Source: an optimization exercise on an open RTL-to-GDS flow (aim: small area). Production flows keep margins and buffers that such runs may drop. In this exercise RTL edits were held to simulation tests only and were not proved equivalent to the original. Power figures rest on the tool's default switching activity, not on a simulated workload.

===== flow/design.v =====
module gate_seq_ctrl #(
    parameter int unsigned INPUT_SZ  = 16,
    parameter int unsigned HIDDEN_SZ = 16,
    parameter int unsigned QN        = 6,
    parameter int unsigned QM        = 11,
    parameter int unsigned TIMEOUT   = 1024,
    localparam int unsigned BITWIDTH        = QN + QM + 1,
    localparam int unsigned LAYER_BITWIDTH  = BITWIDTH * HIDDEN_SZ,
    localparam int unsigned ADDR_BITWIDTH_X = $clog2(INPUT_SZ),
    localparam int unsigned ADDR_BITWIDTH   = $clog2(HIDDEN_SZ),
    localparam int unsigned STEP_W          = 16
) (
    input  logic                       clock,
    input  logic                       reset,
    input  logic                       cfg_start,
    input  logic [STEP_W-1:0]          num_steps,
    input  logic                       wt_valid,
    input  logic [LAYER_BITWIDTH-1:0]  wt_data,
    output logic                       wt_ready,
    output logic                       writeEn_X,
    output logic                       writeEn_Y,
    output logic [ADDR_BITWIDTH_X-1:0] colAddressWrite_X,
    output logic [ADDR_BITWIDTH-1:0]   colAddressWrite_Y,
    output logic [LAYER_BITWIDTH-1:0]  weightMemInput_X,
    output logic [LAYER_BITWIDTH-1:0]  weightMemInput_Y,
    input  logic                       step_valid,
    output logic                       step_ready,
    output logic                       beginCalc,
    input  logic                       dataReady_gate,
    input  logic [LAYER_BITWIDTH-1:0]  gateOutput,
    output logic                       out_valid,
    output logic [LAYER_BITWIDTH-1:0]  out_data,
    input  logic                       out_ready,
    output logic                       busy,
    output logic                       done,
    output logic                       err
);
    localparam int unsigned CNT_W  = (ADDR_BITWIDTH_X > ADDR_BITWIDTH) ? ADDR_BITWIDTH_X : ADDR_BITWIDTH;
    localparam int unsigned WDOG_W = $clog2(TIMEOUT + 1);
    typedef enum logic [2:0] {
        IDLE, LOAD_X, LOAD_Y, WAIT_STEP, CALC, HOLD_OUT, DONE
    } stateType;
    stateType                   state, stateNext;
    logic [STEP_W-1:0]          numStepsQ, numStepsNext;
    logic [STEP_W-1:0]          stepCnt, stepCntNext;
    logic [CNT_W-1:0]           colCnt, colCntNext;
    logic [WDOG_W-1:0]          wdog, wdogNext;
    logic                       wtReadyNext, writeEnXNext, writeEnYNext;
    logic [ADDR_BITWIDTH_X-1:0] colAddrXNext;
    logic [ADDR_BITWIDTH-1:0]   colAddrYNext;
    logic [LAYER_BITWIDTH-1:0]  memInXNext, memInYNext, outDataNext;
    logic                       stepReadyNext, beginCalcNext, outValidNext;
    logic                       busyNext, doneNext, errNext;
    always_ff @(posedge clock or negedge reset) begin
        if (!reset) begin
            state             <= IDLE;
            numStepsQ         <= '0;
            stepCnt           <= '0;
            colCnt            <= '0;
            wdog              <= '0;
            wt_ready          <= 1'b0;
            writeEn_X         <= 1'b0;
            writeEn_Y         <= 1'b0;
            colAddressWrite_X <= '0;
            colAddressWrite_Y <= '0;
            weightMemInput_X  <= '0;
            weightMemInput_Y  <= '0;
            step_ready        <= 1'b0;
            beginCalc         <= 1'b0;
            out_valid         <= 1'b0;
            out_data          <= '0;
            busy              <= 1'b0;
            done              <= 1'b0;
            err               <= 1'b0;
        end else begin
            state             <= stateNext;
            numStepsQ         <= numStepsNext;
            stepCnt           <= stepCntNext;
            colCnt            <= colCntNext;
            wdog              <= wdogNext;
            wt_ready          <= wtReadyNext;
            writeEn_X         <= writeEnXNext;
            writeEn_Y         <= writeEnYNext;
            colAddressWrite_X <= colAddrXNext;
            colAddressWrite_Y <= colAddrYNext;
            weightMemInput_X  <= memInXNext;
            weightMemInput_Y  <= memInYNext;
            step_ready        <= stepReadyNext;
            beginCalc         <= beginCalcNext;
            out_valid         <= outValidNext;
            out_data          <= outDataNext;
            busy              <= busyNext;
            done              <= doneNext;
            err               <= errNext;
        end
    end
    always_comb begin
        stateNext     = state;
        numStepsNext  = numStepsQ;
        stepCntNext   = stepCnt;
        colCntNext    = colCnt;
        wdogNext      = wdog;
        writeEnXNext  = 1'b0;
        writeEnYNext  = 1'b0;
        colAddrXNext  = colAddressWrite_X;
        colAddrYNext  = colAddressWrite_Y;
        memInXNext    = weightMemInput_X;
        memInYNext    = weightMemInput_Y;
        stepReadyNext = 1'b0;
        beginCalcNext = 1'b0;
        outValidNext  = out_valid;
        outDataNext   = out_data;
        errNext       = err;
        case (state)
            IDLE: begin
                if (cfg_start) begin
                    numStepsNext = num_steps;
                    errNext      = 1'b0;
                    stepCntNext  = '0;
                    colCntNext   = '0;
                    wdogNext     = '0;
                    stateNext    = LOAD_X;
                end
            end
            LOAD_X: begin
                if (wt_valid) begin
                    writeEnXNext = 1'b1;
                    colAddrXNext = ADDR_BITWIDTH_X'(colCnt);
                    memInXNext   = wt_data;
                    if (colCnt == CNT_W'(INPUT_SZ - 1)) begin
                        colCntNext = '0;
                        stateNext  = LOAD_Y;
                    end else begin
                        colCntNext = colCnt + 1'b1;
                    end
                end
            end
            LOAD_Y: begin
                if (wt_valid) begin
                    writeEnYNext = 1'b1;
                    colAddrYNext = ADDR_BITWIDTH'(colCnt);
                    memInYNext   = wt_data;
                    if (colCnt == CNT_W'(HIDDEN_SZ - 1)) begin
                        colCntNext = '0;
                        stateNext  = (numStepsQ == '0) ? DONE : WAIT_STEP;
                    end else begin
                        colCntNext = colCnt + 1'b1;
                    end
                end
            end
            WAIT_STEP: begin
                if (step_valid) begin
                    stepReadyNext = 1'b1;
                    beginCalcNext = 1'b1;
                    wdogNext      = '0;
                    stateNext     = CALC;
                end
            end
            CALC: begin
                if (dataReady_gate) begin
                    outDataNext  = gateOutput;
                    outValidNext = 1'b1;
                    stateNext    = HOLD_OUT;
                end else if (wdog == WDOG_W'(TIMEOUT - 1)) begin
                    errNext   = 1'b1;
                    stateNext = DONE;
                end else begin
                    wdogNext = wdog + 1'b1;
                end
            end
            HOLD_OUT: begin
                if (out_ready) begin
                    outValidNext = 1'b0;
                    stepCntNext  = stepCnt + 1'b1;
                    stateNext    = ((stepCnt + STEP_W'(1)) == numStepsQ) ? DONE : WAIT_STEP;
                end
            end
            DONE: begin
                stateNext = IDLE;
            end
            default: begin
                stateNext = IDLE;
            end
        endcase
        wtReadyNext = (stateNext == LOAD_X) || (stateNext == LOAD_Y);
        busyNext    = (stateNext != IDLE);
        doneNext    = (stateNext == DONE);
    end
endmodule

===== flow/run.sh =====
#!/bin/bash
# synth_recipe.tcl (not shown) runs the flow's synth.tcl, then flattens the netlist and writes it again
# the make line also repeats each setting of config.mk as NAME=value (left out here)
make -C /OpenROAD-flow-scripts/flow DESIGN_CONFIG=/design/flow/config.mk WORK_HOME=/design/flow/orfs CLKGATE_MAP_FILE= SYNTH_SCRIPT=/design/flow/synth_recipe.tcl finish

===== flow/config.mk =====
export PLATFORM = sky130hd
export DESIGN_NAME = gate_seq_ctrl
export DESIGN_NICKNAME = gate_seq_ctrl
export VERILOG_FILES = /design/flow/design.v
export SDC_FILE = /design/flow/constraint.sdc
export NUM_CORES = 4
export LEC_CHECK = 0
export CAP_MARGIN = 20
export CORE_AREA = 5 5 595 595
export DIE_AREA = 0 0 600 600
export SLEW_MARGIN = 20

===== flow/constraint.sdc =====
create_clock -name core_clock -period 5.0 [get_ports {clock}]
set_input_delay 1.0000 -clock core_clock [delete_from_list [all_inputs] [get_ports {clock}]]
set_output_delay 1.0000 -clock core_clock [all_outputs]
set_load 0.01 [all_outputs]

==> impl_metrics.py, run 1 <==
metrics = {
    "yosys": {
        "synth_common_cells": "nand2_1 (957), dfrtp_1 (930), mux2_2 (582)",
        "synth-edff-count": 0,
        "netlist.area_leader.share_pct": 65.30,
        "async_flop_share_pct": 100.0,
        "synthTopCellsByArea": "dfrtp_1 (65%), mux2_2 (18%), nand2_1 (10%)",
        "ys.flop_type": "dfrtp_1",
        "avgSynthCellArea_um2": 12.51,
        "synthCells": 2850,
        "synth_most_common_cell": "nand2_1",
        "ys_ff_latch": 930,
        "syn_area_um2": 35640,
        "yosys.area.top_type": "dfrtp_1",
        "yosys.cell_types.count": 56,
        "yosys_warnings": 1,
        "syn_nets": 3452,
        "yosysSeqAreaShare_pct": 65.30,
    },
    "global_routing": {
        "grt_pass1_vias": 28780,
        "grt_pass1_wl_um": 305200,
        "grt_usage_pct": 12.79,
        "antenna_found_initial": 163,
        "grt_overflow": 0,
        "grt_max_degree": 165,
    },
    "floorplan": {
        "core_area_um2": 346500,
        "boundaryPins": 1480,
        "initial_utilization_pct": 10.29,
        "die_y_um": 600,
        "die_w_um": 600,
        "dieArea_um2": 360000,
        "core.rowCount": 216,
    },
    "setup_path": {
        "crit_type": "register to primary output",
        "r2r-end": "out_data[192]",
        "endpoint_kind": "primary output",
        "cp_slowest_cell": "clkdlybuf4s50_1",
        "slowest_delay_ns": 1.15,
        "r2r_slack_ns": 2.40,
        "critPathMaxFanout": 2,
        "path_delay_family": "buffers and inverters",
        "start_kind": "register",
        "required_ns": 4.00,
        "cp_num_buf_inv": 1,
        "path_cells": "clkdlybuf4s50_1",
        "cp_data_arrival_time_ns": 2.34,
        "r2r_start": "state[0]",
        "reg2reg_depth": 4,
    },
    "cells_and_area": {
        "nNetsFinal": 4944,
        "layout-drive-gt1-share_pct": 18.80,
        "areaGrowthSynthToFinish_pct": 68.71,
        "multi_input_area_um2": 11660,
        "nFillCells": 38132,
        "seqCellArea_um2": 23270,
        "final_util_pct": 17.36,
    },
    "power_and_ir_drop": {
        "p_per_area_nw_per_um2": 683.2,
        "p_leak_nw": 25.23,
        "ir_drop_uv": 368.5,
    },
    "cts": {
        "clockRootBuffer": "clkbuf_16",
        "clk_latency_ns": 0.86,
        "postCtsSetupBuffers": 0,
        "htreeDepth": 3,
        "tritoncts": "yes",
        "cts_sinks": 930,
        "cts-hold-fix-buffers": 0,
        "cts_resized": 0,
        "cts_buffers": 119,
        "cts.reportedPaths.clkPinSlew_ns": 0.06,
        "cts_max_path_buffers": 4,
    },
    "sta": {
        "clock.fmax_mhz": 299.3,
        "rsz0062_at_grt": "no",
        "slew_headroom_pct": 16.85,
        "finClkSkew_ns": 0.08366,
        "hold_viol": 0,
        "fin_tns_setup_ns": 0,
        "whs_ns": 0.1484,
        "setup_viol": 0,
        "fin_crit_ns": 3.341,
        "period_share_pct": 66.82,
        "tightest_slew_ns": 1.247,
        "slew_viol_final": 0,
    },
    "outcome": {
        "status": "timing/DRC/antenna clean",
    },
    "drt": {
        "routed.top_layer": "met5",
        "met1Wirelength_um": 88180,
        "met2_length_um": 122400,
        "num_vias": 28831,
        "drt_iter0_drc": 1743,
        "wirelength_um": 241800,
        "post_drt_wl_per_cell_um": 26.73,
        "vias_per_cell": 3.188,
        "met3_length_um": 22550,
        "firstDrtPassIters": 5,
        "remaining_drc_errors": 0,
        "postRouteAntennaNets": 0,
    },
    "place": {
        "gp_congestion": 0.8714,
        "hpwlAfterDp_um": 202900,
        "io_buffers": 1479,
    },
    "job": {
        "cap_violations": 0,
    },
    "worst_hold_path": {
        "hold_path_class": "input port to asynchronous set/reset pin",
    },
}
==> state kept, by name, summed over array words and instances (netlist names), 4 cells and up <==
register           count
colAddressWrite_X      4
colAddressWrite_Y      4
colCnt                 4
numStepsQ             16
out_data             288
stepCnt               16
wdog                  11
weightMemInput_X     288
weightMemInput_Y     288
==> per-stage QoR <==
step / power, W / cells / area [um^2] / setup WS, ns
final: 0.04108 / 9044 / 60130 / 1.659
after global routing: 0.04327 / 9017 / 60060 / 1.562
after floorplan: 0.01973 / 2850 / 35640 / 2.776
after CTS: 0.04213 / 9014 / 60060 / 1.462
after detailed placement: 0.03284 / 8799 / 56070 / 1.522
after global placement: 0.03270 / 8799 / 56070 / 1.533
==> worst max path at each step <==
stage	from	endpoint	slack, ns	depth (start not counted)
5_1_grt	weightMemInput_X[240]	weightMemInput_X[240]	1.56	1
2_1_floorplan	wt_valid	weightMemInput_Y[139]	2.78	8
6_report	weightMemInput_X[250]	weightMemInput_X[250]	1.66	1
4_1_cts	weightMemInput_X[254]	weightMemInput_X[254]	1.46	1
3_3_place_gp	wt_valid	colAddressWrite_Y[1]	1.53	7
3_5_place_dp	wt_valid	weightMemInput_Y[137]	1.52	7
==> where the power goes <==
part	switching, W	internal [W]
Combinational	0.00912	0.00950
Clock	0.00371	0.00520
Sequential	0.00235	0.0112
==> placed cells by master, fill, tap and decap left out, drive strengths merged, types with 9 or more instances in the layout <==
cell,instances
nand2,957
clkinv,23
diode,30
mux2,582
clkbuf,169
dfrtp,930
nand3,17
nand4,14
xor2,16
nor2,32
and3,9
buf,44
nor4,10
inv,19
clkdlybuf4s50,1478
xnor2,13
o21ai,32
==> routing by layer <==
metal	up-vias	global-route usage, %
met1	14514	13.95
met3	498	5.343
li1	12477	-
met2	1224	22.83
met5	-	0
met4	118	3.163
==> area by class of cell <==
class | count | share of cell area [%]
multi-input combinational | 1760 | 19.39
antenna | 30 | 0.1248
clock inverter | 46 | 0.9072
inverter | 9 | 0.06867
timing repair buffer | 1522 | 25.56
sequential | 930 | 38.70
tap | 4578 | 9.526
clock buffer | 169 | 5.716
==> cell families (layout without fill, tap and decap cells) <==
group           count (synthesis)  in the layout  share of synthesized area (%)
mux                           582            582                          18.39
compound gates                 61             61                          1.109
buf+inv                       160           1746                          2.011
flops                         930            930                          65.30
xor+xnor                       29             29                         0.7126
simple gates                 1085           1085                          12.38
other cells                     0             30                              0
fa+ha+maj                       3              3                         0.1053
==> run 2, diff against run 1 <==
==> flow/design.v (replaced) <==
module gate_seq_ctrl #(
    parameter int unsigned INPUT_SZ  = 16,
    parameter int unsigned HIDDEN_SZ = 16,
    parameter int unsigned QN        = 6,
    parameter int unsigned QM        = 11,
    parameter int unsigned TIMEOUT   = 1024,
    localparam int unsigned BITWIDTH        = QN + QM + 1,
    localparam int unsigned LAYER_BITWIDTH  = BITWIDTH * HIDDEN_SZ,
    localparam int unsigned ADDR_BITWIDTH_X = $clog2(INPUT_SZ),
    localparam int unsigned ADDR_BITWIDTH   = $clog2(HIDDEN_SZ),
    localparam int unsigned STEP_W          = 16
) (
    input  logic                       clock,
    input  logic                       reset,
    input  logic                       cfg_start,
    input  logic [STEP_W-1:0]          num_steps,
    input  logic                       wt_valid,
    input  logic [LAYER_BITWIDTH-1:0]  wt_data,
    output logic                       wt_ready,
    output logic                       writeEn_X,
    output logic                       writeEn_Y,
    output logic [ADDR_BITWIDTH_X-1:0] colAddressWrite_X,
    output logic [ADDR_BITWIDTH-1:0]   colAddressWrite_Y,
    output logic [LAYER_BITWIDTH-1:0]  weightMemInput_X,
    output logic [LAYER_BITWIDTH-1:0]  weightMemInput_Y,
    input  logic                       step_valid,
    output logic                       step_ready,
    output logic                       beginCalc,
    input  logic                       dataReady_gate,
    input  logic [LAYER_BITWIDTH-1:0]  gateOutput,
    output logic                       out_valid,
    output logic [LAYER_BITWIDTH-1:0]  out_data,
    input  logic                       out_ready,
    output logic                       busy,
    output logic                       done,
    output logic                       err
);
    localparam int unsigned CW = $clog2(TIMEOUT);
    logic sLoad, sCalc, sHold, sDone, bc, we;
    logic sWait, idle;
    logic [CW-1:0]     cnt;    
    logic [STEP_W-1:0] rem;    
    logic [LAYER_BITWIDTH-1:0] data;
    assign idle  = ~busy;
    assign sWait = busy & ~(sLoad | sCalc | sHold | sDone);
    logic acc, lastBeat, remZero, wdogEnd, timeout, stepAcc, outAcc;
    assign acc      = sLoad & wt_valid;
    assign lastBeat = acc & (cnt[4:0] == 5'd30);
    assign remZero  = (rem == '0);
    assign wdogEnd  = &cnt;
    assign timeout  = sCalc & ~dataReady_gate & wdogEnd;
    assign stepAcc  = sWait & step_valid;
    assign outAcc   = sHold & out_ready;
    always_ff @(posedge clock or negedge reset) begin
        if (!reset) begin
            busy  <= 1'b0;
            sLoad <= 1'b0;
            sCalc <= 1'b0;
            sHold <= 1'b0;
            sDone <= 1'b0;
            bc    <= 1'b0;
            we    <= 1'b0;
            err   <= 1'b0;
        end else begin
            busy  <= busy ? ~sDone : cfg_start;
            sLoad <= (idle & cfg_start) | (sLoad & ~lastBeat);
            sCalc <= stepAcc | (sCalc & ~dataReady_gate & ~wdogEnd);
            sHold <= (sCalc & dataReady_gate) | (sHold & ~out_ready);
            sDone <= ((lastBeat | outAcc) & remZero) | timeout;
            bc    <= stepAcc;
            we    <= acc;
            err   <= (idle & cfg_start) ? 1'b0 : (err | timeout);
        end
    end
    always_ff @(posedge clock) begin
        if (idle)
            cnt <= '1;
        else if (sWait)
            cnt <= '0;
        else if (!(sLoad && !wt_valid))
            cnt <= cnt + 1'b1;
        if (idle)
            rem <= num_steps;
        else if (stepAcc)
            rem <= rem - 1'b1;
        data <= ({LAYER_BITWIDTH{sLoad}} & wt_data)
              | ({LAYER_BITWIDTH{sCalc}} & gateOutput)
              | ({LAYER_BITWIDTH{sHold}} & data);
    end
    assign wt_ready          = sLoad;
    assign writeEn_X         = we & ~cnt[4];
    assign writeEn_Y         = we &  cnt[4];
    assign colAddressWrite_X = cnt[ADDR_BITWIDTH_X-1:0];
    assign colAddressWrite_Y = cnt[ADDR_BITWIDTH-1:0];
    assign weightMemInput_X  = data;
    assign weightMemInput_Y  = data;
    assign out_data          = data;
    assign step_ready        = bc;
    assign beginCalc         = bc;
    assign out_valid         = sHold;
    assign done              = sDone;
endmodule
--- a/flow/config.mk
+++ b/flow/config.mk
@@ -6,6 +6,6 @@
 export NUM_CORES = 4
 export LEC_CHECK = 0
 export CAP_MARGIN = 20
-export CORE_AREA = 5 5 595 595
-export DIE_AREA = 0 0 600 600
+export CORE_AREA = 3 3 247 247
+export DIE_AREA = 0 0 250 250
 export SLEW_MARGIN = 20
==> run 2 against run 1 <==
  * The run now fails in 3_2_place_iop
  * Synthesized cell count fell by 40%
  * Synthesized area decreased by 54%
==> impl_metrics.py, run 2 <==
metrics = {
    "yosys": {
        "synthCells": 1721,
        "async_flop_share_pct": 2.484,
        "syn_nets": 2323,
        "yosys.area.top_type": "dfxtp_1",
        "yosysSeqAreaShare_pct": 40.97,
        "avgSynthCellArea_um2": 9.427,
        "synth_most_common_cell": "buf_4",
        "synth-edff-count": 16,
        "synth_common_cells": "buf_4 (585), dfxtp_1 (298), inv_1 (294)",
        "ys_ff_latch": 322,
        "synthTopCellsByArea": "dfxtp_1 (37%), buf_4 (27%), a222oi_1 (18%)",
        "yosys.cell_types.count": 42,
        "syn_area_um2": 16220,
        "netlist.area_leader.share_pct": 36.77,
        "yosys_warnings": 1,
        "ys.flop_type": "dfxtp_1",
    },
    "outcome": {
        "haltStage": "3_2_place_iop",
        "tool.error": "[ERROR PPL-0024] Number of IO pins (1480) exceeds maximum number of available positions (900). Increase the die perimeter from 1000.00um to 2012.80um.",
        "status": "stopped before the end",
    },
    "floorplan": {
        "core.rowCount": 88,
        "die_w_um": 250,
        "initial_utilization_pct": 27.85,
        "die_y_um": 250,
    },
}
run 2: changes by cell type after synthesis, moves of 288 or more:
cell      delta
dfrtp_1    -922
nand2_1    -941
mux2_2     -581
a222oi_1   +288
dfxtp_1    +298
buf_4      +581
run 2: kinds of logic after synthesis:
group / Yosys count / synth area share [%]
flip-flops: 322 / 40.97
AND/OR/NAND/NOR: 72 / 2.414
buffers and inverters: 981 / 36.25
XOR/XNOR: 19 / 1.026
adder cells (fa/ha/maj): 3 / 0.2314
AO/OA/AOI/OAI: 322 / 18.98
multiplexers: 2 / 0.1311
==> run 3, diff against run 2 <==
--- a/flow/config.mk
+++ b/flow/config.mk
@@ -6,6 +6,6 @@
 export NUM_CORES = 4
 export LEC_CHECK = 0
 export CAP_MARGIN = 20
-export CORE_AREA = 3 3 247 247
-export DIE_AREA = 0 0 250 250
+export CORE_AREA = 3 3 507 507
+export DIE_AREA = 0 0 510 510
 export SLEW_MARGIN = 20
==> run 3 against run 2 <==
  * The run now finishes clean
  * Synthesized cell count stayed put
  * Synthesized area stayed put
==> impl_metrics.py, run 3 <==
metrics = {
    "setup_path": {
        "path_cells": "clkdlybuf4s50_1",
        "cp_slowest_cell": "clkdlybuf4s50_1",
        "cp_num_buf_inv": 1,
        "critPathMaxFanout": 4,
        "endpoint_kind": "primary output",
        "required_ns": 4.00,
        "slowest_delay_ns": 1.13,
        "path_delay_family": "buffers and inverters",
        "crit_type": "register to primary output",
        "start_kind": "register",
        "cp_data_arrival_time_ns": 2.51,
    },
    "worst_hold_path": {
        "hold_path_class": "register to register",
    },
    "yosys": {
        "ys.flop_type": "dfxtp_1",
        "synth_most_common_cell": "buf_4",
        "synthCells": 1721,
        "ys_ff_latch": 322,
        "async_flop_share_pct": 2.484,
        "synthTopCellsByArea": "dfxtp_1 (37%), buf_4 (27%), a222oi_1 (18%)",
        "netlist.area_leader.share_pct": 36.77,
        "yosys_warnings": 1,
        "synth-edff-count": 16,
        "synth_common_cells": "buf_4 (585), dfxtp_1 (298), inv_1 (294)",
        "yosys.cell_types.count": 42,
        "syn_nets": 2323,
        "yosys.area.top_type": "dfxtp_1",
        "syn_area_um2": 16220,
        "avgSynthCellArea_um2": 9.427,
        "yosysSeqAreaShare_pct": 40.97,
    },
    "global_routing": {
        "grt_max_degree": 126,
        "antenna_found_initial": 209,
        "grt_overflow": 0,
        "grt_pass1_wl_um": 254200,
        "grt_usage_pct": 15.94,
        "grt_pass1_vias": 17124,
    },
    "cts": {
        "htreeDepth": 2,
        "cts_max_path_buffers": 3,
        "cts_buffers": 51,
        "cts_resized": 0,
        "cts-hold-fix-buffers": 0,
        "cts.reportedPaths.clkPinSlew_ns": 0.06,
        "clockRootBuffer": "clkbuf_16",
        "postCtsSetupBuffers": 0,
        "tritoncts": "yes",
        "clk_latency_ns": 0.72,
        "cts_sinks": 322,
    },
    "drt": {
        "num_vias": 19181,
        "remaining_drc_errors": 0,
        "firstDrtPassIters": 13,
        "drt_iter0_drc": 3228,
        "post_drt_wl_per_cell_um": 36.58,
        "postRouteAntennaNets": 0,
        "vias_per_cell": 3.180,
        "wirelength_um": 220700,
    },
    "sta": {
        "hold_viol": 0,
        "finClkSkew_ns": 0.04455,
        "clock.fmax_mhz": 285.0,
        "setup_viol": 0,
        "tightest_slew_ns": 1.276,
        "slew_headroom_pct": 14.94,
        "fin_tns_setup_ns": 0,
        "fin_crit_ns": 3.509,
        "rsz0062_at_grt": "no",
        "slew_viol_final": 0,
        "period_share_pct": 70.17,
    },
    "floorplan": {
        "die_y_um": 510,
        "core_area_um2": 252100,
        "dieArea_um2": 260100,
        "initial_utilization_pct": 6.435,
        "boundaryPins": 1480,
        "die_w_um": 510,
        "core.rowCount": 184,
    },
    "power_and_ir_drop": {
        "p_leak_nw": 12.04,
        "p_per_area_nw_per_um2": 409.3,
        "ir_drop_uv": 258.6,
        "power_w": 0.01328,
    },
    "place": {
        "io_buffers": 1479,
        "placed_area_um2": 30570,
        "gp_congestion": 0.9483,
        "hpwlAfterDp_um": 192700,
    },
    "cells_and_area": {
        "largest_reg_flops": 288,
        "largest_register": "data",
        "top_regs": "data: 288 flops, rem: 16 flops, cnt: 10 flops",
        "nFillCells": 28521,
        "final_cell_area_um2": 32460,
        "layout-drive-gt1-share_pct": 4.086,
        "areaGrowthSynthToFinish_pct": 100.1,
        "nNetsFinal": 3181,
        "most-common-layout-cells": "clkdlybuf4s50_1 (1479), dfxtp_1 (298), inv_1 (294)",
        "final_common_cell": "clkdlybuf4s50_1",
    },
    "outcome": {
        "status": "timing/DRC/antenna clean",
    },
    "job": {
        "cap_violations": 0,
    },
}
-- run 3: cell counts after synthesis --
No cell type changed its count.
-- run 3: worst paths after layout --
path                            startpoint              endpoint  slack, ns  depth (start not counted)
worst max-delay path              data[53]  weightMemInput_Y[53]       1.49                          1
worst min-delay path             data[122]             data[122]       0.52                          2
worst max register to register       sHold             data[246]       1.88                          4
worst min register to register   data[122]             data[122]       0.52                          2
max in group asynchronous            reset                 sCalc       4.03                          1
min in group asynchronous            reset                    we       0.63                          1
-- run 3: kinds of logic after synthesis --
family / share of synthesized area [%]
simple gates: 2.414
buf+inv: 36.25
xor+xnor: 1.026
compound gates: 18.98
flops: 40.97
fa+ha+maj: 0.2314
mux: 0.1311
-- run 3: metal layers --
| layer | wire length (um) | track usage (%) | part of all wire [%] | vias up |
|---|---|---|---|---|
| met1 | 83730 | 18.32 | 38 | 9510 |
| met4 | 9303 | 6.149 | 4.2 | 54 |
| met5 | 358 | 0 | 0.16 | - |
| met2 | 103300 | 26.38 | 47 | 1822 |
| met3 | 24010 | 6.371 | 11 | 423 |
| li1 | - | - | - | 7372 |
-- run 3: cell type report --
type                            instances  area (um^2)  area share [%]
Inverter                              294         1104           3.400
Clock buffer                           63         1373           4.229
Antenna cell                           65        162.7          0.5011
Tap cell                             3348         4189           12.91
Multi-Input combinational cell        418         3696           11.39
Clock inverter                         30        350.3           1.079
Sequential cell                       322         6658           20.51
Timing Repair Buffer                 1492        14930           45.99
-- run 3: worst min-delay path, stage by stage, from the launching register on --
cell	delay [ns]
dfxtp_1	0.36
a222oi_1	0.08
inv_1	0.05
-- run 3: through the flow --
step | util (%) | worst slack [ns] | hold slack [ns] | cells
2_1_floorplan | - | 2.925 | 0.5006 | 1721
3_3_place_gp | 12.13 | 2.049 | 0.4963 | 5874
3_5_place_dp | 12.13 | 2.030 | 0.5020 | 5874
4_1_cts | 12.81 | 1.237 | 0.5177 | 5967
5_1_grt | 12.84 | 1.306 | 0.5606 | 5993
6_report | 12.88 | 1.491 | 0.5157 | 6032
-- run 3: power breakdown --
| group | leakage (nW) | switching (W) | internal, W | total [W] |
|---|---|---|---|---|
| registers | 2.75 | 0.00136 | 0.00302 | 0.00438 |
| clock network | 0.850 | 0.00165 | 0.00226 | 0.00392 |
| logic | 8.44 | 0.00234 | 0.00265 | 0.00499 |
==> run 4, diff against run 3 <==
==> flow/flow/run.sh (new file) <==
#!/bin/bash
# The standard layout, with two changes to how it is made:
#  - every port is buffered by the smallest buffer (sky130_fd_sc_hd__buf_1)
#    instead of the one buffer_ports picks by default;
#  - pins may sit on adjacent routing tracks, so a smaller die fits them.
set -euo pipefail
bash standard.sh \
  BUFFER_PORTS_ARGS="-buffer_cell sky130_fd_sc_hd__buf_1" \
  PLACE_PINS_ARGS="-min_distance 1 -min_distance_in_tracks" \
  finish > standard_flow.log 2>&1
==> flow/standard.sh (new file) <==
#!/bin/bash
# synth_recipe.tcl (not shown) runs the flow's synth.tcl, then flattens the netlist and writes it again
# the make line also repeats each setting of config.mk as NAME=value (left out here)
make -C /OpenROAD-flow-scripts/flow DESIGN_CONFIG=/design/flow/config.mk WORK_HOME=/design/flow/orfs CLKGATE_MAP_FILE= SYNTH_SCRIPT=/design/flow/synth_recipe.tcl "${@:-finish}"
--- a/flow/config.mk
+++ b/flow/config.mk
@@ -6,6 +6,6 @@
 export NUM_CORES = 4
 export LEC_CHECK = 0
 export CAP_MARGIN = 20
-export CORE_AREA = 3 3 507 507
-export DIE_AREA = 0 0 510 510
+export CORE_AREA = 3 3 247 247
+export DIE_AREA = 0 0 250 250
 export SLEW_MARGIN = 20
removed: flow/run.sh
==> run 4 against run 3 <==
  * Still clean
  * Sequential share of layout area grew 14 points
  * Wire length shrank 57%
  * Fmax grew 27%
  * Die area shrank 76%
  * Total power shrank 30%
  * Sequential cell count is the same
  * Via count shrank 4.9%
  * Register-to-register slack gained 0.67 ns
  * Critical path type unchanged
  * Largest cell class is now flip-flops and latches
  * Highest routed layer unchanged
==> impl_metrics.py, run 4 <==
metrics = {
    "place": {
        "io_buffers": 1479,
        "placed_area_um2": 18070,
        "hpwlAfterDp_um": 75150,
        "gp_congestion": 1.112,
    },
    "sta": {
        "period_share_pct": 55.11,
        "fin_crit_ns": 2.756,
        "whs_ns": 0.4018,
        "slew_headroom_pct": 27.31,
        "slew_viol_final": 0,
        "hold_viol": 0,
        "clock.fmax_mhz": 362.9,
        "tightest_slew_ns": 1.090,
        "rsz0062_at_grt": "no",
        "fin_tns_setup_ns": 0,
        "finClkSkew_ns": 0.01407,
        "setup_viol": 0,
    },
    "yosys": {
        "yosys.cell_types.count": 42,
        "syn_area_um2": 16220,
        "synthCells": 1721,
        "avgSynthCellArea_um2": 9.427,
        "yosys_warnings": 1,
        "synth-edff-count": 16,
        "synth_xor_area_share_pct": 1.026,
        "netlist.area_leader.share_pct": 36.77,
        "async_flop_share_pct": 2.484,
        "syn_nets": 2323,
        "synthAdderAreaFrac_pct": 0.2314,
        "synth_compound_area_share_pct": 18.98,
        "synth_common_cells": "buf_4 (585), dfxtp_1 (298), inv_1 (294)",
        "synthSimpleGateAreaFrac_pct": 2.414,
        "yosys.area.top_type": "dfxtp_1",
        "synth_most_common_cell": "buf_4",
        "ys_ff_latch": 322,
        "yosysSeqAreaShare_pct": 40.97,
        "synth.area.mux_share_pct": 0.1311,
        "synth_top_family_by_area": "buffers and inverters",
        "synthTopCellsByArea": "dfxtp_1 (37%), buf_4 (27%), a222oi_1 (18%)",
        "ys.flop_type": "dfxtp_1",
    },
    "drt": {
        "postRouteAntennaNets": 0,
        "drt_iter0_drc": 3817,
        "num_vias": 18237,
        "post_drt_wl_per_cell_um": 27.44,
        "wirelength_um": 94080,
        "remaining_drc_errors": 0,
        "firstDrtPassIters": 13,
        "vias_per_cell": 5.320,
    },
    "setup_path": {
        "slowest_delay_ns": 0.52,
        "cp_slowest_cell": "buf_12",
        "path_cells": "buf_12 > buf_1",
        "critPathMaxFanout": 154,
        "r2r-end": "sDone",
        "reg2reg_depth": 4,
        "endpoint_kind": "primary output",
        "r2r_slack_ns": 2.55,
        "required_ns": 4.00,
        "path_delay_family": "buffers and inverters",
        "cp_data_arrival_time_ns": 1.76,
        "crit_type": "register to primary output",
        "r2r_start": "sCalc",
        "cp_num_buf_inv": 2,
        "start_kind": "register",
    },
    "power_and_ir_drop": {
        "combPwrFrac_pct": 28.8,
        "swShare_pct": 39.41,
        "switchingPower_w": 0.003674,
        "power_w": 0.009323,
        "p_leak_nw": 7.867,
        "p_per_area_nw_per_um2": 477.1,
        "power_frac_seq_pct": 40.2,
        "pwr-share-clk_pct": 31.0,
        "ir_drop_uv": 273.0,
        "p_int_w": 0.005648,
    },
    "cells_and_area": {
        "nNetsFinal": 3166,
        "final_util_pct": 33.55,
        "nFillCells": 6388,
        "final_cell_area_um2": 19540,
        "final_common_cell": "buf_1",
        "layout-drive-gt1-share_pct": 3.123,
        "largest_reg_flops": 288,
        "largest_register": "data",
        "top_regs": "data: 288 flops, rem: 16 flops, cnt: 10 flops",
        "areaGrowthSynthToFinish_pct": 20.45,
        "most-common-layout-cells": "buf_1 (1479), dfxtp_1 (298), inv_1 (294)",
    },
    "global_routing": {
        "grt_pass1_wl_um": 123000,
        "grt_usage_pct": 27.16,
        "grt_pass1_vias": 15868,
        "antenna_found_initial": 78,
        "grt_overflow": 0,
        "grt_max_degree": 166,
    },
    "cts": {
        "cts.reportedPaths.clkPinSlew_ns": 0.06,
        "clk_latency_ns": 0.53,
        "cts_buffers": 39,
        "cts_resized": 0,
        "cts_max_path_buffers": 3,
        "clockRootBuffer": "clkbuf_16",
        "tritoncts": "yes",
        "postCtsSetupBuffers": 0,
        "cts-hold-fix-buffers": 0,
        "cts_sinks": 322,
        "htreeDepth": 2,
    },
    "floorplan": {
        "dieArea_um2": 62500,
        "core.rowCount": 88,
        "die_y_um": 250,
        "initial_utilization_pct": 27.85,
        "boundaryPins": 1480,
        "die_w_um": 250,
        "core_area_um2": 58250,
    },
    "outcome": {
        "status": "timing/DRC/antenna clean",
    },
    "job": {
        "cap_violations": 0,
    },
    "worst_hold_path": {
        "hold_path_class": "input port to asynchronous set/reset pin",
    },
}
[run 4: changes by cell type in the layout (fill, tap and decap cells not counted), sizes merged, moves of 5 or more]
| cell | delta |
|---|---|
| buf | +1476 |
| clkinv | -9 |
| clkdlybuf4s50 | -1479 |
| inv | -5 |
[run 4: logic make-up (layout without fill, tap and decap cells)]
group	Yosys count	in the layout
buf+inv	981	1854
compound gates	322	322
flops	322	322
simple gates	72	72
xor+xnor	19	19
fa+ha+maj	3	3
mux	2	2
other cells	0	69
[run 4: how the worst max path moves through the flow]
| stage | start | end | cells after the start | slack, ns |
|---|---|---|---|---|
| 2_1_floorplan | busy | rem[0] | 6 | 2.92 |
| 3_3_place_gp | sCalc | sDone | 4 | 2.55 |
| 3_5_place_dp | sCalc | sDone | 4 | 2.56 |
| 4_1_cts | sLoad | wt_ready | 2 | 2.19 |
| 5_1_grt | sLoad | wt_ready | 2 | 2.15 |
| 6_report | sLoad | wt_ready | 2 | 2.24 |
[run 4: worst register-to-register path, cell delays in order, from the launching register on]
cell      delay, ns
dfrtp_4        0.96
buf_4          0.73
nand2b_1       0.15
nor4_1         0.38
or2_2          0.18
[run 4: per-stage QoR]
stage	setup slack [ns]	std cells
2_1_floorplan	2.925	1721
3_3_place_gp	2.547	3288
3_5_place_dp	2.565	3288
4_1_cts	2.189	3359
5_1_grt	2.152	3415
6_report	2.244	3428
[run 4: cell type report]
cell class | count | area, um^2 | share of cell area, %
Antenna cell | 69 | 172.7 | 0.8836
Inverter | 294 | 1104 | 5.647
Multi-Input combinational cell | 418 | 3696 | 18.91
Clock buffer | 59 | 1184 | 6.057
Clock inverter | 12 | 118.9 | 0.6083
Sequential cell | 322 | 6658 | 34.07
Tap cell | 765 | 957.2 | 4.898
Timing Repair Buffer | 1489 | 5652 | 28.92
[run 4: power groups by stage]
stage / logic [W] / registers (W) / clock network (W)
global route: 0.00282 / 0.00379 / 0.00305
CTS: 0.00262 / 0.00372 / 0.00296
floorplan: 0.00221 / 0.00363 / 0
global placement: 0.00262 / 0.00377 / 0
finish: 0.00269 / 0.00375 / 0.00289
detailed placement: 0.00261 / 0.00376 / 0
[run 4: per-layer routing]
| metal | share of wire [%] | track usage (%) | wire length (um) | vias up |
|---|---|---|---|---|
| met4 | 9.3 | 23.04 | 8786 | 24 |
| met5 | 0.17 | 0.5405 | 157 | - |
| met1 | 35 | 31.08 | 32600 | 8374 |
| met3 | 15 | 12.63 | 14170 | 536 |
| li1 | - | - | - | 7289 |
| met2 | 41 | 38.01 | 38370 | 2014 |
==> run 5, diff against run 4 <==
--- a/flow/design.v
+++ b/flow/design.v
@@ -51,6 +51,11 @@
     assign timeout  = sCalc & ~dataReady_gate & wdogEnd;
     assign stepAcc  = sWait & step_valid;
     assign outAcc   = sHold & out_ready;
+    logic [STEP_W:0] remT;
+    always_comb begin
+        remT[0] = stepAcc;
+        for (int i = 0; i < STEP_W; i++) remT[i+1] = remT[i] & ~rem[i];
+    end
     always_ff @(posedge clock or negedge reset) begin
         if (!reset) begin
             busy  <= 1'b0;
@@ -79,10 +84,7 @@
             cnt <= '0;
         else if (!(sLoad && !wt_valid))
             cnt <= cnt + 1'b1;
-        if (idle)
-            rem <= num_steps;
-        else if (stepAcc)
-            rem <= rem - 1'b1;
+        rem <= idle ? num_steps : (rem ^ remT[STEP_W-1:0]);
         data <= ({LAYER_BITWIDTH{sLoad}} & wt_data)
               | ({LAYER_BITWIDTH{sCalc}} & gateOutput)
               | ({LAYER_BITWIDTH{sHold}} & data);
==> flow/flow/run.sh (replaced) <==
#!/bin/bash
# The standard layout, with these changes to how it is made:
#  - every port is buffered by the smallest buffer (sky130_fd_sc_hd__buf_1)
#    instead of the one buffer_ports picks by default;
#  - pins may sit on adjacent routing tracks, so a smaller die fits them;
#  - clock tree: clkbuf_8 buffers, sinks clustered in groups of up to 20
#    within 50 um, and no dummy loads.
set -euo pipefail
bash standard.sh \
  BUFFER_PORTS_ARGS="-buffer_cell sky130_fd_sc_hd__buf_1" \
  PLACE_PINS_ARGS="-min_distance 1 -min_distance_in_tracks" \
  CTS_ARGS="-sink_clustering_enable -repair_clock_nets -dont_use_dummy_load -buf_list sky130_fd_sc_hd__clkbuf_8 -sink_clustering_size 20 -sink_clustering_max_diameter 50" \
  finish > standard_flow.log 2>&1
==> run 5 against run 4 <==
  * Still clean
  * Global-route usage increased by 0.48 points
  * Critical path depth rose by 19
  * Clock power is 38% lower
  * First-iteration DRC count decreased by 17%
  * Non-clock buffer count up 3
  * Sequential share of layout area is 0.49 points higher
  * Die area is the same
  * Core utilization is 1.3 points lower
  * Register-to-register slack worse by 1.6 ns
  * Sequential power about the same
  * Wire length grew 1.0%
==> impl_metrics.py, run 5 <==
metrics = {
    "yosys": {
        "synthAdderAreaFrac_pct": 1.314,
        "yosys.cell_types.count": 40,
        "yosys.area.top_type": "dfxtp_1",
        "synth_common_cells": "buf_4 (585), inv_1 (319), dfxtp_1 (314)",
        "synth.area.mux_share_pct": 0.8037,
        "synth_top_family_by_area": "buffers and inverters",
        "ys.flop_type": "dfxtp_1",
        "synth_most_common_cell": "buf_4",
        "ys_ff_latch": 322,
        "synthSimpleGateAreaFrac_pct": 1.747,
        "avgSynthCellArea_um2": 9.435,
        "synth_compound_area_share_pct": 18.49,
        "syn_nets": 2332,
        "synth_xor_area_share_pct": 0.4869,
        "netlist.area_leader.share_pct": 38.83,
        "syn_area_um2": 16190,
        "yosysSeqAreaShare_pct": 40.06,
        "synthTopCellsByArea": "dfxtp_1 (39%), buf_4 (27%), a222oi_1 (18%)",
        "synth-edff-count": 0,
        "synthCells": 1716,
        "yosys_warnings": 1,
        "async_flop_share_pct": 2.484,
    },
    "setup_path": {
        "cp_data_arrival_time_ns": 4.57,
        "required_ns": 5.50,
        "r2r_slack_ns": 0.92,
        "r2r-end": "rem[15]",
        "endpoint_kind": "register",
        "critPathMaxFanout": 12,
        "start_kind": "register",
        "crit_type": "register to register",
        "reg2reg_depth": 21,
        "crit_start": "busy",
        "r2r_start": "busy",
    },
    "cells_and_area": {
        "final_cell_area_um2": 18800,
        "layout-drive-gt1-share_pct": 2.727,
        "final_common_cell": "buf_1",
        "largest_reg_flops": 288,
        "multi_input_area_um2": 3704,
        "most-common-layout-cells": "buf_1 (1479), inv_1 (319), dfxtp_1 (314)",
        "seqCellArea_um2": 6497,
        "top_regs": "data: 288 flops, rem: 16 flops, cnt: 10 flops",
        "largest_register": "data",
        "areaGrowthSynthToFinish_pct": 16.12,
        "nFillCells": 6429,
        "nNetsFinal": 3185,
    },
    "cts": {
        "cts_max_path_buffers": 3,
        "cts-hold-fix-buffers": 0,
        "cts.reportedPaths.clkPinSlew_ns": 0.09,
        "clockRootBuffer": "clkbuf_8",
        "clk_latency_ns": 0.62,
        "postCtsSetupBuffers": 0,
        "cts_resized": 0,
        "cts_buffers": 46,
        "htreeDepth": 2,
        "tritoncts": "yes",
        "cts_sinks": 322,
    },
    "sta": {
        "whs_ns": 0.2926,
        "period_share_pct": 81.53,
        "tightest_slew_ns": 1.136,
        "clock.fmax_mhz": 245.3,
        "rsz0062_at_grt": "no",
        "slew_headroom_pct": 24.30,
        "worst_slack_ns": 0.9233,
        "slew_viol_final": 0,
        "fin_crit_ns": 4.077,
        "hold_viol": 0,
        "finClkSkew_ns": 0.07062,
        "setup_viol": 0,
        "fin_tns_setup_ns": 0,
    },
    "drt": {
        "remaining_drc_errors": 0,
        "drt_iter0_drc": 3184,
        "num_vias": 17864,
        "wirelength_um": 95060,
        "vias_per_cell": 5.267,
        "postRouteAntennaNets": 0,
        "post_drt_wl_per_cell_um": 28.02,
        "firstDrtPassIters": 13,
    },
    "power_and_ir_drop": {
        "p_per_area_nw_per_um2": 442.5,
        "pwr-share-clk_pct": 21.5,
        "p_leak_nw": 7.825,
        "switchingPower_w": 0.003559,
        "ir_drop_uv": 204.8,
        "power_frac_seq_pct": 44.9,
        "combPwrFrac_pct": 33.6,
        "swShare_pct": 42.78,
        "p_int_w": 0.004760,
    },
    "floorplan": {
        "core.rowCount": 88,
        "die_y_um": 250,
        "die_w_um": 250,
        "core_area_um2": 58250,
        "initial_utilization_pct": 27.80,
        "dieArea_um2": 62500,
        "boundaryPins": 1480,
    },
    "global_routing": {
        "grt_usage_pct": 27.64,
        "grt_max_degree": 189,
        "grt_pass1_vias": 15843,
        "grt_overflow": 0,
        "grt_pass1_wl_um": 124600,
        "antenna_found_initial": 75,
    },
    "place": {
        "post-place-ws_ns": 0.5924,
        "io_buffers": 1479,
        "placed_area_um2": 18020,
        "hpwlAfterDp_um": 77270,
        "gp_congestion": 1.077,
    },
    "worst_hold_path": {
        "hold_path_class": "input port to asynchronous set/reset pin",
    },
    "outcome": {
        "status": "timing/DRC/antenna clean",
    },
    "job": {
        "cap_violations": 0,
    },
}
run 5: kinds of logic (layout without fill, tap and decap cells):
group,Yosys count,after routing
compound gates,306,306
xor+xnor,9,9
fa+ha+maj,17,17
buf+inv,1006,1857
flops,322,322
mux,13,13
other cells,0,60
simple gates,43,43
run 5: metal layers:
layer	GRT usage, %	vias to the layer above	routed length [um]
met3	9.858	531	12560
met1	30.57	8174	32200
met4	26.85	24	10060
met2	40.69	1954	40070
met5	0	-	161
li1	-	7181	-
run 5: critical path, cell delays in order (launching register included):
cell      delay (ns)
dfrtp_1         0.39
nand2b_1        0.11
nor4_2          0.05
buf_4           0.17
and2_1          0.22
ha_1            0.21
ha_1            0.18
ha_1            0.18
ha_1            0.19
ha_1            0.19
ha_1            0.18
ha_1            0.20
ha_1            0.19
ha_1            0.18
ha_1            0.19
ha_1            0.18
ha_1            0.18
ha_1            0.19
ha_1            0.19
ha_1            0.19
xnor2_1         0.14
a21oi_1         0.08
run 5: worst max-delay path by stage:
stage | endpoint | depth (start not counted)
final | rem[15] | 21
after global routing | rem[15] | 21
after CTS | rem[15] | 21
after detailed placement | rem[15] | 19
after global placement | rem[15] | 19
after floorplan | rem[15] | 18
run 5: power groups by stage:
| stage | Clock (W) | Combinational (W) | Sequential (W) |
|---|---|---|---|
| floorplan | 0 | 0.00226 | 0.00365 |
| global placement | 0 | 0.00275 | 0.00376 |
| detailed placement | 0 | 0.00274 | 0.00376 |
| CTS | 0.00186 | 0.00275 | 0.00371 |
| global route | 0.00193 | 0.00295 | 0.00378 |
| finish | 0.00179 | 0.00279 | 0.00374 |
run 5: area by class of cell:
type	count	share of cell area (%)
multi-input cells	388	19.70
clock buffers	46	3.368
repair buffers	1492	30.11
flip-flops and latches	322	34.56
well taps	765	5.091
diodes	60	0.7986
inverters	319	6.369
run 5: through the flow:
step / std cells / utilization (%) / power (W)
CTS: 3332 / 32.02 / 0.008320
floorplan: 1716 / - / 0.005918
finish: 3392 / 32.28 / 0.008319
detailed placement: 3286 / 30.93 / 0.006503
global route: 3390 / 32.27 / 0.008656
global placement: 3286 / 30.93 / 0.006508
==> run 6, diff against run 5 <==
--- a/flow/design.v
+++ b/flow/design.v
@@ -45,7 +45,7 @@
     assign sWait = busy & ~(sLoad | sCalc | sHold | sDone);
     logic acc, lastBeat, remZero, wdogEnd, timeout, stepAcc, outAcc;
     assign acc      = sLoad & wt_valid;
-    assign lastBeat = acc & (cnt[4:0] == 5'd30);
+    assign lastBeat = acc & (cnt[4:1] == 4'hF) & (cnt[0] ^ we);
     assign remZero  = (rem == '0);
     assign wdogEnd  = &cnt;
     assign timeout  = sCalc & ~dataReady_gate & wdogEnd;
@@ -78,12 +78,10 @@
         end
     end
     always_ff @(posedge clock) begin
-        if (idle)
-            cnt <= '1;
-        else if (sWait)
+        if (idle || sWait)
             cnt <= '0;
-        else if (!(sLoad && !wt_valid))
-            cnt <= cnt + 1'b1;
+        else
+            cnt <= cnt + (sLoad ? CW'(we) : CW'(1));
         rem <= idle ? num_steps : (rem ^ remT[STEP_W-1:0]);
         data <= ({LAYER_BITWIDTH{sLoad}} & wt_data)
               | ({LAYER_BITWIDTH{sCalc}} & gateOutput)
==> flow/flow/run.sh (replaced) <==
#!/bin/bash
# The standard layout, with these changes to how it is made:
#  - every port is buffered by the smallest buffer (sky130_fd_sc_hd__buf_1)
#    instead of the one buffer_ports picks by default;
#  - clock tree: clkbuf_4 buffers, sinks clustered in groups of up to 10
#    within 40 um, and no dummy loads.
set -euo pipefail
bash standard.sh \
  BUFFER_PORTS_ARGS="-buffer_cell sky130_fd_sc_hd__buf_1" \
  CTS_ARGS="-sink_clustering_enable -repair_clock_nets -dont_use_dummy_load -buf_list sky130_fd_sc_hd__clkbuf_4 -sink_clustering_size 10 -sink_clustering_max_diameter 40" \
  finish > standard_flow.log 2>&1
--- a/flow/config.mk
+++ b/flow/config.mk
@@ -6,6 +6,6 @@
 export NUM_CORES = 4
 export LEC_CHECK = 0
 export CAP_MARGIN = 20
-export CORE_AREA = 3 3 247 247
-export DIE_AREA = 0 0 250 250
+export CORE_AREA = 150 150 360 360
+export DIE_AREA = 0 0 510 510
 export SLEW_MARGIN = 20
==> run 6 against run 5 <==
  * Setup slack better by 0.33 ns
  * Design area is 2.0% lower
  * Count of clock-buffer cells in the layout up 8
  * Clock skew grew 0.014 ns
  * Global-route usage decreased by 2.0 points
  * Sequential power up 22%
  * Synthesized area fell by 0.75%
  * Via count increased by 20%
  * Sequential share of layout area increased by 0.71 points
  * Synthesized cell count is 0.17% lower
  * Fmax increased by 8.9%
  * Critical path type unchanged
  * Largest power group is now combinational logic
==> impl_metrics.py, run 6 <==
metrics = {
    "outcome": {
        "status": "timing/DRC/antenna clean",
    },
    "setup_path": {
        "cp_data_arrival_time_ns": 4.44,
        "crit_type": "register to register",
        "start_kind": "register",
        "critPathMaxFanout": 3,
        "r2r_slack_ns": 1.26,
        "endpoint_kind": "register",
        "cpMostUsedCell": "ha_1",
        "path_delay_family": "adder cells",
        "required_ns": 5.70,
        "slowest_delay_ns": 0.43,
        "path_cells": "nor4_1 > and3_1 > ha_1 > ha_1 > ha_1 > ha_1 > ha_1 > ha_1 > ha_1 > ha_1 > ha_1 > ha_1 > ha_1 > ha_1 > ha_1 > ha_1 > ha_1 > xnor2_1 > a21oi_1",
        "cp_num_buf_inv": 0,
        "cp_slowest_cell": "dfrtp_4",
    },
    "drt": {
        "vias_per_cell": 6.514,
        "num_vias": 21490,
        "remaining_drc_errors": 0,
        "post_drt_wl_per_cell_um": 122.4,
        "met2_length_um": 192400,
        "wirelength_um": 403600,
        "firstDrtPassIters": 14,
        "met3_length_um": 99810,
        "drt_iter0_drc": 4759,
        "met1Wirelength_um": 86960,
        "postRouteAntennaNets": 0,
        "routed.top_layer": "met5",
    },
    "cells_and_area": {
        "nFillCells": 4816,
        "areaGrowthSynthToFinish_pct": 14.65,
        "top_regs": "data: 288 flops, rem: 16 flops, cnt: 10 flops",
        "layout-drive-gt1-share_pct": 2.764,
        "final_common_cell": "buf_1",
        "largest_reg_flops": 288,
        "final_cell_area_um2": 18420,
        "nNetsFinal": 3187,
        "most-common-layout-cells": "buf_1 (1479), dfxtp_1 (314), inv_1 (308)",
        "largest_register": "data",
    },
    "cts": {
        "htreeDepth": 2,
        "postCtsSetupBuffers": 0,
        "cts_sinks": 322,
        "cts.reportedPaths.clkPinSlew_ns": 0.09,
        "cts_buffers": 54,
        "cts_max_path_buffers": 3,
        "cts-hold-fix-buffers": 0,
        "clockRootBuffer": "clkbuf_4",
        "clk_latency_ns": 0.80,
        "cts_resized": 0,
        "tritoncts": "yes",
    },
    "yosys": {
        "yosys.area.top_type": "dfxtp_1",
        "synth_common_cells": "buf_4 (585), dfxtp_1 (314), inv_1 (308)",
        "synthTopCellsByArea": "dfxtp_1 (39%), buf_4 (27%), a222oi_1 (18%)",
        "synthSimpleGateAreaFrac_pct": 1.838,
        "synth_compound_area_share_pct": 19.10,
        "synth.area.mux_share_pct": 0,
        "yosysSeqAreaShare_pct": 40.36,
        "synthCells": 1713,
        "synth-edff-count": 0,
        "synth_top_family_by_area": "buffers and inverters",
        "syn_area_um2": 16070,
        "yosys_warnings": 1,
        "synth_most_common_cell": "buf_4",
        "ys_ff_latch": 322,
        "synthAdderAreaFrac_pct": 1.324,
        "yosys.cell_types.count": 37,
        "synth_xor_area_share_pct": 0.2725,
        "ys.flop_type": "dfxtp_1",
        "async_flop_share_pct": 2.484,
        "netlist.area_leader.share_pct": 39.12,
        "syn_nets": 2329,
        "avgSynthCellArea_um2": 9.381,
    },
    "global_routing": {
        "grt_pass1_wl_um": 441500,
        "antenna_found_initial": 551,
        "grt_usage_pct": 25.69,
        "grt_max_degree": 203,
        "grt_pass1_vias": 17628,
        "grt_overflow": 0,
    },
    "sta": {
        "finClkSkew_ns": 0.08507,
        "rsz0062_at_grt": "no",
        "period_share_pct": 74.90,
        "tightest_slew_ns": 1.351,
        "worst_slack_ns": 1.255,
        "fin_crit_ns": 3.745,
        "slew_viol_final": 0,
        "whs_ns": 0.1317,
        "hold_viol": 0,
        "clock.fmax_mhz": 267.0,
        "setup_viol": 0,
        "slew_headroom_pct": 9.949,
        "fin_tns_setup_ns": 0,
    },
    "floorplan": {
        "initial_utilization_pct": 37.14,
        "die_w_um": 510,
        "dieArea_um2": 260100,
        "core.rowCount": 76,
        "core_area_um2": 43270,
        "die_y_um": 510,
        "boundaryPins": 1480,
    },
    "place": {
        "hpwlAfterDp_um": 383500,
        "post-place-ws_ns": 0.6193,
        "placed_area_um2": 17650,
        "gp_congestion": 1.063,
        "io_buffers": 1479,
    },
    "job": {
        "cap_violations": 0,
    },
    "worst_hold_path": {
        "hold_path_class": "input port to asynchronous set/reset pin",
    },
    "power_and_ir_drop": {
        "p_leak_nw": 8.054,
        "ir_drop_uv": 867.8,
        "p_per_area_nw_per_um2": 826.9,
        "power_w": 0.01523,
    },
}
[run 6: changes by cell type after synthesis, moves of 3 or more]
cell	change
buf_1	+6
buf_2	+9
clkbuf_1	-15
inv_1	-11
mux2i_1	-13
nand2_1	+8
nand3_1	+3
nor2_1	+3
o21ai_0	+4
o21ai_1	+10
xnor2_1	-3
[run 6: final timing paths]
kind                       cells past startpoint         to       startpoint
min reg2reg                                    1       busy            sDone
max                                           19    rem[15]            sCalc
min in group core_clock                        3  data[248]  gateOutput[248]
max in group asynchronous                      1      sHold            reset
max reg2reg                                   19    rem[15]            sCalc
min                                            1         we            reset
[run 6: power breakdown]
part,internal (W),leakage [nW],switching [W],total [W]
clock network,0.000490,0.249,0.000958,0.00145
registers,0.00329,2.70,0.00129,0.00458
logic,0.00136,5.10,0.00785,0.00920
total,0.00514,8.05,0.0101,0.0152
[run 6: logic make-up after synthesis]
family          count (synthesis)
xor+xnor                        5
flops                         322
buf+inv                       995
simple gates                   53
compound gates                321
fa+ha+maj                      17
[run 6: cell type report]
| type | instances | area, um^2 | share of cell area, % |
|---|---|---|---|
| sequential | 322 | 6497 | 35.27 |
| tap | 585 | 732.0 | 3.973 |
| timing repair buffer | 1487 | 5640 | 30.62 |
| multi-input combinational | 396 | 3621 | 19.65 |
| inverter | 310 | 1164 | 6.316 |
| antenna | 145 | 362.8 | 1.970 |
| clock buffer | 54 | 405.4 | 2.200 |
[run 6: per-stage QoR]
step | instances | util (%)
detailed placement | 3100 | 40.80
global route | 3234 | 42.20
floorplan | 1713 | -
finish | 3299 | 42.58
global placement | 3100 | 40.80
CTS | 3154 | 41.73
[run 6: routing by layer]
metal | vias to the layer above | track usage, %
li1 | 7318 | -
met1 | 9729 | 15.70
met2 | 2985 | 43.79
met3 | 1308 | 31.48
met4 | 150 | 11.08
met5 | - | 0.4716
==> run 7, diff against run 6 <==
--- a/flow/design.v
+++ b/flow/design.v
@@ -36,7 +36,7 @@
     output logic                       err
 );
     localparam int unsigned CW = $clog2(TIMEOUT);
-    logic sLoad, sCalc, sHold, sDone, bc, we;
+    logic sLoad, sCalc, sHold, sDone, we;
     logic sWait, idle;
     logic [CW-1:0]     cnt;    
     logic [STEP_W-1:0] rem;    
@@ -63,7 +63,6 @@
             sCalc <= 1'b0;
             sHold <= 1'b0;
             sDone <= 1'b0;
-            bc    <= 1'b0;
             we    <= 1'b0;
             err   <= 1'b0;
         end else begin
@@ -72,7 +71,6 @@
             sCalc <= stepAcc | (sCalc & ~dataReady_gate & ~wdogEnd);
             sHold <= (sCalc & dataReady_gate) | (sHold & ~out_ready);
             sDone <= ((lastBeat | outAcc) & remZero) | timeout;
-            bc    <= stepAcc;
             we    <= acc;
             err   <= (idle & cfg_start) ? 1'b0 : (err | timeout);
         end
@@ -95,8 +93,8 @@
     assign weightMemInput_X  = data;
     assign weightMemInput_Y  = data;
     assign out_data          = data;
-    assign step_ready        = bc;
-    assign beginCalc         = bc;
+    assign step_ready        = sCalc & (cnt == '0);
+    assign beginCalc         = step_ready;
     assign out_valid         = sHold;
     assign done              = sDone;
 endmodule
==> run 7 against run 6 <==
  * Fmax is 1.7% lower
  * Still clean
  * Count of clock-buffer cells in the layout increased by 1
  * Clock skew fell by 0.016 ns
  * Core utilization down 0.075 points
  * Die area stayed put
  * Register-to-register slack lost 0.03 ns
  * Global-route usage fell by 0.43 points
==> impl_metrics.py, run 7 <==
metrics = {
    "cts": {
        "tritoncts": "yes",
        "cts_sinks": 321,
        "cts-hold-fix-buffers": 0,
        "clockRootBuffer": "clkbuf_4",
        "cts_buffers": 55,
        "cts_resized": 0,
        "clk_latency_ns": 0.81,
        "cts.reportedPaths.clkPinSlew_ns": 0.07,
        "cts_max_path_buffers": 3,
        "htreeDepth": 2,
        "postCtsSetupBuffers": 0,
    },
    "yosys": {
        "yosysSeqAreaShare_pct": 40.26,
        "yosys_warnings": 1,
        "synthCells": 1717,
        "netlist.area_leader.share_pct": 39.17,
        "synth_common_cells": "buf_4 (585), dfxtp_1 (314), inv_1 (310)",
        "ys.flop_type": "dfxtp_1",
        "async_flop_share_pct": 2.181,
        "avgSynthCellArea_um2": 9.346,
        "synth-edff-count": 0,
        "yosys.area.top_type": "dfxtp_1",
        "synth_most_common_cell": "buf_4",
        "ys_ff_latch": 321,
        "yosys.cell_types.count": 35,
        "synthTopCellsByArea": "dfxtp_1 (39%), buf_4 (27%), a222oi_1 (18%)",
        "syn_area_um2": 16050,
        "syn_nets": 2333,
    },
    "setup_path": {
        "slowest_delay_ns": 0.73,
        "start_kind": "register",
        "critPathMaxFanout": 84,
        "path_delay_family": "buffers and inverters",
        "reg2reg_depth": 19,
        "endpoint_kind": "primary output",
        "crit_start": "sCalc",
        "cp_num_buf_inv": 2,
        "r2r_slack_ns": 1.23,
        "cp_data_arrival_time_ns": 2.81,
        "crit_type": "register to primary output",
        "path_cells": "buf_4 > and4_1 > buf_1",
        "r2r_start": "sLoad",
        "cp_slowest_cell": "buf_4",
        "r2r-end": "rem[15]",
        "required_ns": 4.00,
    },
    "cells_and_area": {
        "layout-drive-gt1-share_pct": 2.645,
        "nFillCells": 4826,
        "nNetsFinal": 3189,
        "areaGrowthSynthToFinish_pct": 14.60,
        "largest_register": "data",
        "final_cell_area_um2": 18390,
        "top_regs": "data: 288 flops, rem: 16 flops, cnt: 10 flops",
        "final_cell_count_no_fill": 3292,
        "largest_reg_flops": 288,
        "final_common_cell": "buf_1",
        "most-common-layout-cells": "buf_1 (1479), dfxtp_1 (314), inv_1 (310)",
    },
    "global_routing": {
        "grt_pass1_wl_um": 434100,
        "grt_max_degree": 216,
        "grt_pass1_vias": 17568,
        "grt_usage_pct": 25.26,
        "antenna_found_initial": 575,
        "grt_overflow": 0,
    },
    "power_and_ir_drop": {
        "p_per_area_nw_per_um2": 822.6,
        "p_leak_nw": 8.045,
        "ir_drop_uv": 939.4,
    },
    "drt": {
        "wirelength_um": 397200,
        "postRouteAntennaNets": 0,
        "post_drt_wl_per_cell_um": 120.7,
        "remaining_drc_errors": 0,
        "drt_iter0_drc": 4838,
        "firstDrtPassIters": 12,
        "num_vias": 21439,
        "vias_per_cell": 6.512,
    },
    "place": {
        "hpwlAfterDp_um": 376700,
        "io_buffers": 1479,
        "gp_congestion": 1.060,
        "dp_cells": 3101,
        "placed_area_um2": 17640,
        "post-place-ws_ns": 0.6497,
    },
    "floorplan": {
        "core_area_um2": 43270,
        "boundaryPins": 1480,
        "die_w_um": 510,
        "initial_utilization_pct": 37.09,
        "die_y_um": 510,
        "dieArea_um2": 260100,
        "core.rowCount": 76,
    },
    "sta": {
        "slew_viol_final": 0,
        "setup_viol": 0,
        "period_share_pct": 76.17,
        "slew_headroom_pct": 20.13,
        "clock.fmax_mhz": 262.6,
        "tightest_slew_ns": 1.203,
        "fin_crit_ns": 3.808,
        "fin_tns_setup_ns": 0,
        "hold_viol": 0,
        "finClkSkew_ns": 0.06946,
        "rsz0062_at_grt": "no",
        "worst_slack_ns": 1.192,
    },
    "job": {
        "cap_violations": 0,
    },
    "worst_hold_path": {
        "hold_path_class": "input port to asynchronous set/reset pin",
    },
    "outcome": {
        "status": "timing/DRC/antenna clean",
    },
}
run 7: cell count changes in the layout (fill, tap and decap cells not counted), sizes merged:
cell    change
clkbuf      +1
buf         -2
and4        +1
clkinv      -1
diode       -9
nor2b       -1
dfrtp       -1
nor2        +1
inv         +1
and2b       +1
nor4        +2
run 7: cells by family after synthesis:
kind of cell	count (synthesis)	synth area share, %
buffers and inverters	996	37.09
and+or+nand+nor	57	1.949
xor gates and xnor gates	5	0.2729
DFF	321	40.26
AOI/OAI and AO/OA	321	19.10
adders and majority gates	17	1.325
run 7: power by group:
group | leakage (nW) | internal, W | total, W | switching [W]
registers | 2.69 | 0.00328 | 0.00449 | 0.00121
clock network | 0.254 | 0.000499 | 0.00146 | 0.000963
logic | 5.10 | 0.00136 | 0.00917 | 0.00782
total | 8.05 | 0.00514 | 0.0151 | 0.00999
run 7: worst max path at each step:
stage / end / cells past startpoint / slack [ns]
global route: step_ready / 3 / 0.94
finish: step_ready / 3 / 1.19
floorplan: rem[15] / 18 / 0.94
global placement: rem[15] / 19 / 0.65
CTS: step_ready / 3 / 1.10
detailed placement: rem[15] / 19 / 0.65
run 7: per-layer routing:
metal	share of wire, %	global-route usage, %
met1	22	16.17
met2	49	44.68
met3	23	28.67
met4	4.9	8.761
met5	0.20	0
run 7: per-stage QoR:
step                util, %  total power (W)  hold slack, ns
floorplan                 -         0.007867          0.4666
global placement      40.76          0.01416          0.4855
detailed placement    40.76          0.01411          0.4716
CTS                   41.72          0.01559         0.02156
global route          42.09          0.01618         0.06511
finish                42.50          0.01513         0.09736
run 7: area by class of cell:
| class | instances | area (um^2) | share of cell area (%) |
|---|---|---|---|
| antenna | 136 | 340.3 | 1.851 |
| clock buffer | 55 | 412.9 | 2.245 |
| inverter | 310 | 1164 | 6.327 |
| multi-input combinational | 400 | 3635 | 19.76 |
| sequential | 321 | 6472 | 35.20 |
| tap | 585 | 732.0 | 3.980 |
| timing repair buffer | 1485 | 5634 | 30.64 |

[what the ideal ports hide]
In the flow no input, the clock included, has a driving cell. The finished layouts below were timed again as built, in two steps. Step 1 (the two cells are an assumption about what drives the block):
set clk [get_ports {clock}]
set_driving_cell -lib_cell sky130_fd_sc_hd__clkbuf_16 $clk
set_driving_cell -lib_cell sky130_fd_sc_hd__buf_2 [delete_from_list [all_inputs] $clk]
Step 2 adds t to the input delays and takes it off the output delays; t is the mean of the earliest and latest rising clock arrival at the registers after step 1. Input paths then give back, and output paths get back, about the clock's delay inside the block. a / b / c = ideal ports / drivers / drivers and shift; a / b = the first two.
run | t (ns) | setup slack, ns | worst hold slack (ns) | slew at the worst register clock pin (ns) | worst data-port slew with drivers (ns)
run 1 | 0.882 | 1.659 / 1.581 / 1.329 | 0.148 / 0.121 / 0.470 | 0.08 / 0.08 | 0.44
run 3 | 0.757 | 1.491 / 1.419 / 1.882 | 0.516 / 0.516 / 0.516 | 0.08 / 0.08 | 0.41
run 4 | 0.585 | 2.244 / 2.191 / 2.550 | 0.402 / 0.392 / 0.516 | 0.06 / 0.06 | 0.17
run 5 | 0.641 | 0.923 / 0.923 / 0.590 | 0.293 / 0.287 / 0.514 | 0.10 / 0.10 | 0.21
run 6 | 0.848 | 1.255 / 1.255 / 0.543 | 0.132 / 0.263 / 0.490 | 0.12 / 0.12 | 0.40
run 7 | 0.865 | 1.192 / 1.112 / 0.543 | 0.097 / 0.210 / 0.482 | 0.12 / 0.12 | 0.43
After both steps setup and hold are still met in every run listed. For run 6, which loses most, drivers alone change the setup slack by 0.000 ns; drivers and shift together by -0.712 ns.
